Source: an optimization exercise on an open RTL-to-GDS flow (aim: small area, a short achievable clock period and few clock cycles per item). Production flows keep margins and buffers that such runs may drop. Power figures rest on the tool's default switching activity, not on a simulated workload.

==> v10: inputs <==
// gemm_top
module gemm_top (
    input  logic           clk,
    input  logic           rst,
    input  logic           start,
    input  logic           p_wr_en,
    input  logic [1:0]     p_wr_addr,
    input  logic [31:0]    p_wr_data,
    input  logic           q_wr_en,
    input  logic [1:0]     q_wr_addr,
    input  logic [15:0]    q_wr_data,
    input  logic           r_wr_en,
    input  logic [1:0]     r_wr_addr,
    input  logic [127:0]   r_wr_data,
    input  logic           r_rd_en,
    input  logic [1:0]     r_rd_addr,
    output logic           busy,
    output logic           done,
    output logic [127:0]   c_out,
    output logic           c_valid
);
    logic [31:0]  p_mem [4];
    logic [15:0]  q_mem [4];       
    logic [127:0] r_mem [4];
    logic [127:0] rd_q;
    logic         rd_v_q;
    logic         busy_q;
    logic         done_q;
    logic [2:0]   st;       
    logic         qsw;      
    logic         u_hold;   
    logic         a1_ok;    
    logic         w0;       
    logic         spec_set;
    logic         spec_drop;
    logic         p_swap;
    logic         q_swap;
    logic         qsw_nx;
    logic         wb_en;
    logic [1:0]   wb_e;
    logic [1:0]   rd_addr;
    assign w0        = (p_wr_en & ~p_wr_addr[1]) | (q_wr_en & ~q_wr_addr[1]);
    assign spec_set  = ~busy_q & ~start & ~qsw & a1_ok & ~w0;
    assign spec_drop = ~busy_q & ~start & qsw & w0;
    assign q_swap = busy_q ? (st <= 3'd2) : (start | spec_set | spec_drop);
    assign p_swap = busy_q ? (st == 3'd0 || st == 3'd2) : (start & u_hold);
    assign qsw_nx = qsw ^ q_swap;
    always_ff @(posedge clk) begin
        if (rst) begin
            busy_q <= 1'b0;
            done_q <= 1'b0;
            st     <= 3'd0;
            qsw    <= 1'b0;
            u_hold <= 1'b0;
            a1_ok  <= 1'b0;
            rd_v_q <= 1'b0;
        end else begin
            rd_v_q <= r_rd_en & ~busy_q;
            qsw    <= qsw_nx;
            if (busy_q) begin
                st     <= st + 3'd1;
                done_q <= (st == 3'd3);
                if (done_q) busy_q <= 1'b0;
                a1_ok  <= 1'b0;
                u_hold <= 1'b0;
            end else if (start) begin
  ...
make LEC_CHECK=0 ABC_CLOCK_PERIOD_IN_PS=2800 CAP_MARGIN=20 CORE_MARGIN=2 CORE_UTILIZATION=50 SETUP_SLACK_MARGIN=2.2 SLEW_MARGIN=20 finish   # period 5.0 ns
run.sh (not shown) runs the stock make flow with config.mk's settings and CLKGATE_MAP_FILE= SYNTH_SCRIPT=/design/flow/synth_recipe.tcl, a recipe that flattens the netlist after the stock synthesis.
==> v23 (differences from v10) <==
--- a/flow/design.v
+++ b/flow/design.v
@@ -18,86 +18,69 @@
     output logic           done,
     output logic [127:0]   c_out,
     output logic           c_valid
 );
     logic [31:0]  p_mem [4];
-    logic [15:0]  q_mem [4];       
+    logic [15:0]  q_mem [4];
     logic [127:0] r_mem [4];
     logic [127:0] rd_q;
     logic         rd_v_q;
     logic         busy_q;
     logic         done_q;
-    logic [2:0]   st;       
-    logic         qsw;      
-    logic         u_hold;   
-    logic         a1_ok;    
-    logic         w0;       
-    logic         spec_set;
-    logic         spec_drop;
+    logic [1:0]   cnt;      
     logic         p_swap;
     logic         q_swap;
-    logic         qsw_nx;
-    logic         wb_en;
-    logic [1:0]   wb_e;
-    logic [1:0]   rd_addr;
-    assign w0        = (p_wr_en & ~p_wr_addr[1]) | (q_wr_en & ~q_wr_addr[1]);
-    assign spec_set  = ~busy_q & ~start & ~qsw & a1_ok & ~w0;
-    assign spec_drop = ~busy_q & ~start & qsw & w0;
-    assign q_swap = busy_q ? (st <= 3'd2) : (start | spec_set | spec_drop);
-    assign p_swap = busy_q ? (st == 3'd0 || st == 3'd2) : (start & u_hold);
-    assign qsw_nx = qsw ^ q_swap;
+    logic         wb_en;    
+    logic [1:0]   wb_e;     
+    logic [1:0]   rd_e;     
     always_ff @(posedge clk) begin
         if (rst) begin
             busy_q <= 1'b0;
             done_q <= 1'b0;
-            st     <= 3'd0;
-            qsw    <= 1'b0;
-            u_hold <= 1'b0;
-            a1_ok  <= 1'b0;
+            cnt    <= 2'd0;
             rd_v_q <= 1'b0;
         end else begin
             rd_v_q <= r_rd_en & ~busy_q;
-            qsw    <= qsw_nx;
             if (busy_q) begin
-                st     <= st + 3'd1;
-                done_q <= (st == 3'd3);
+                cnt    <= cnt + 2'd1;
+                done_q <= (cnt == 2'd3);
                 if (done_q) busy_q <= 1'b0;
-                a1_ok  <= 1'b0;
-                u_hold <= 1'b0;
             end else if (start) begin
                 busy_q <= 1'b1;
-                st     <= u_hold ? 3'd1 : 3'd0;
-                a1_ok  <= 1'b0;
-                u_hold <= 1'b0;
-            end else begin
-                a1_ok  <= ~qsw & ~w0;
-                if (spec_set)
-                    u_hold <= 1'b1;
-                else if (spec_drop)
-                    u_hold <= 1'b0;
+                cnt    <= 2'd0;
             end
         end
     end
     assign busy    = busy_q;
     assign done    = done_q;
     assign c_out   = rd_q;
     assign c_valid = rd_v_q;
-    assign wb_en = busy_q & (st != 3'd0);
-    assign wb_e  = 2'(st - 3'd1);
+    logic wb_on;
+    always_ff @(posedge clk) begin
+        if (rst)         wb_on <= 1'b0;
+        else if (busy_q) wb_on <= ~done_q;
+        else             wb_on <= 1'b0;
+    end
+    assign q_swap = busy_q ? (cnt < 2'd3) : start;
+    assign p_swap = busy_q & ((cnt == 2'd0) | (cnt == 2'd2));
+    assign wb_en  = wb_on;
+    assign wb_e   = cnt - 2'd1;
+    assign rd_e   = cnt;
     always_ff @(posedge clk) begin
         for (int e = 0; e < 4; e++) begin
             if (p_swap)
                 p_mem[e] <= p_mem[e ^ 2];
             else if (p_wr_en && p_wr_addr == 2'(e))
                 p_mem[e] <= p_wr_data;
-            if (q_wr_en && (q_wr_addr ^ {qsw_nx, 1'b0}) == 2'(e))
-                q_mem[e] <= q_wr_data;
-            else if (q_swap)
+            if (q_swap)
                 q_mem[e] <= q_mem[e ^ 2];
+            else if (q_wr_en && q_wr_addr == 2'(e))
+                q_mem[e] <= q_wr_data;
         end
     end
-    assign rd_addr = busy_q ? st[1:0] : (r_rd_en ? r_rd_addr : 2'd0);
+    logic [1:0]   rd_addr;
+    assign rd_addr = busy_q ? rd_e : (r_rd_en ? r_rd_addr : 2'd0);
     always_ff @(posedge clk) begin
         rd_q <= r_mem[rd_addr];
     end
     logic e000_o0, e000_t0, e000_n0, e000_o1, e000_t1, e000_n1;
     logic e001_o0, e001_t0, e001_n0, e001_o1, e001_t1, e001_n1;
@@ -1158,16 +1141,14 @@
     assign sb2 = {1'b0, 1'b0, s2x2_52, s2x2_48, s2x2_47, s2x2_43, s2x2_37, s2x2_31, s2x2_25, s2x2_19, s2x2_11, s2x2_7, s2x2_1, a1_q_2_1_1, a1_q_2_0_1};
     logic [14:0] sa3, sb3;
     assign sa3 = {1'b0, 1'b1, s2x3_50, s2x3_51, s2x3_44, s2x3_38, s2x3_32, s2x3_26, s2x3_20, s2x3_17, s2x3_13, s2x3_5, s2x3_3, a1_q_3_1_0, a1_q_3_0_0};
     assign sb3 = {1'b0, 1'b0, s2x3_52, s2x3_48, s2x3_47, s2x3_43, s2x3_37, s2x3_31, s2x3_25, s2x3_19, s2x3_11, s2x3_7, s2x3_1, a1_q_3_1_1, a1_q_3_0_1};
     always_ff @(posedge clk) begin
-        if (!u_hold) begin
-            u_q[0] <= sa0 + sb0;
-            u_q[1] <= sa1 + sb1;
-            u_q[2] <= sa2 + sb2;
-            u_q[3] <= sa3 + sb3;
-        end
+        u_q[0] <= sa0 + sb0;
+        u_q[1] <= sa1 + sb1;
+        u_q[2] <= sa2 + sb2;
+        u_q[3] <= sa3 + sb3;
     end
     logic [127:0] wb_sum;
     logic [15:0] t0, ra0, rb0;
     assign ra0 = {1'b0, u_q[0][14], rd_q[13], rd_q[12], rd_q[11], rd_q[10], rd_q[9], rd_q[8], rd_q[7], rd_q[6], rd_q[5], rd_q[4], rd_q[3], rd_q[2], rd_q[1], rd_q[0]};
     assign rb0 = {1'b0, 1'b0, u_q[0][13], u_q[0][12], u_q[0][11], u_q[0][10], u_q[0][9], u_q[0][8], u_q[0][7], u_q[0][6], u_q[0][5], u_q[0][4], u_q[0][3], u_q[0][2], u_q[0][1], u_q[0][0]};
==> run summary <==
quantity                                                                          v23                      v10
Worst setup path endpoint                                                r_mem[3][30]             r_mem[3][94]
Sequential area share after synthesis                                           0.500                    0.499
Overall power consumption                                                     51.9 mW                  57.4 mW
Reg2reg end                                                              r_mem[3][30]             r_mem[3][94]
Outcome                                                       complete, no violations  complete, no violations
Hold wc startpoint                                                         a1_q_0_0_1             p_mem[2][12]
Number of global-route vias before repair                                       40900                    41600
Number of cells in the finished layout apart from fillers                        7362                     7438
Combinational Power                                                           30.4 mW                  35.1 mW
Die Ht                                                                         341 um                   345 um
Met3 Wirelength                                                               10.3 mm                  10.3 mm
Transition at the pin with the smallest max-transition slack                  1.05 ns                  1.10 ns
Wirelength, routed                                                             165 mm                   170 mm
Number of diodes added for antenna fixing                                           1                        2
Function was not checked in any run of this note: the RTL went through the layout flow alone.

[what the ideal ports hide]
The results above use ideal ports. As a check the final layouts listed here were re-extracted and re-timed, cells and wires unchanged. Step 1 (the two cells are an assumption about what drives the block):
set clk [get_ports {clk}]
set_driving_cell -lib_cell sky130_fd_sc_hd__clkbuf_16 $clk
set_driving_cell -lib_cell sky130_fd_sc_hd__buf_2 [delete_from_list [all_inputs] $clk]
Step 2 times the ports against the registers' clock, not the clock port: input delays grow and output delays shrink by t, the midpoint of the rising clock arrivals with the driver on. Three values: ideal ports, drivers, drivers and shift; two values: the first two.
| run | t, ns | setup slack, ns | latest minus earliest clock arrival (ns) | slew at the worst register clock pin (ns) |
|---|---|---|---|---|
| v10 | 0.784 | 1.527 / 1.527 / 1.451 | 0.038 / 0.038 | 0.07 / 0.07 |
| v23 | 0.778 | 1.834 / 1.834 / 1.539 | 0.023 / 0.023 | 0.06 / 0.06 |
After both steps setup and hold are still met in every run listed. For v23, which loses most, drivers alone change the setup slack by 0.000 ns; drivers and shift together by -0.295 ns.
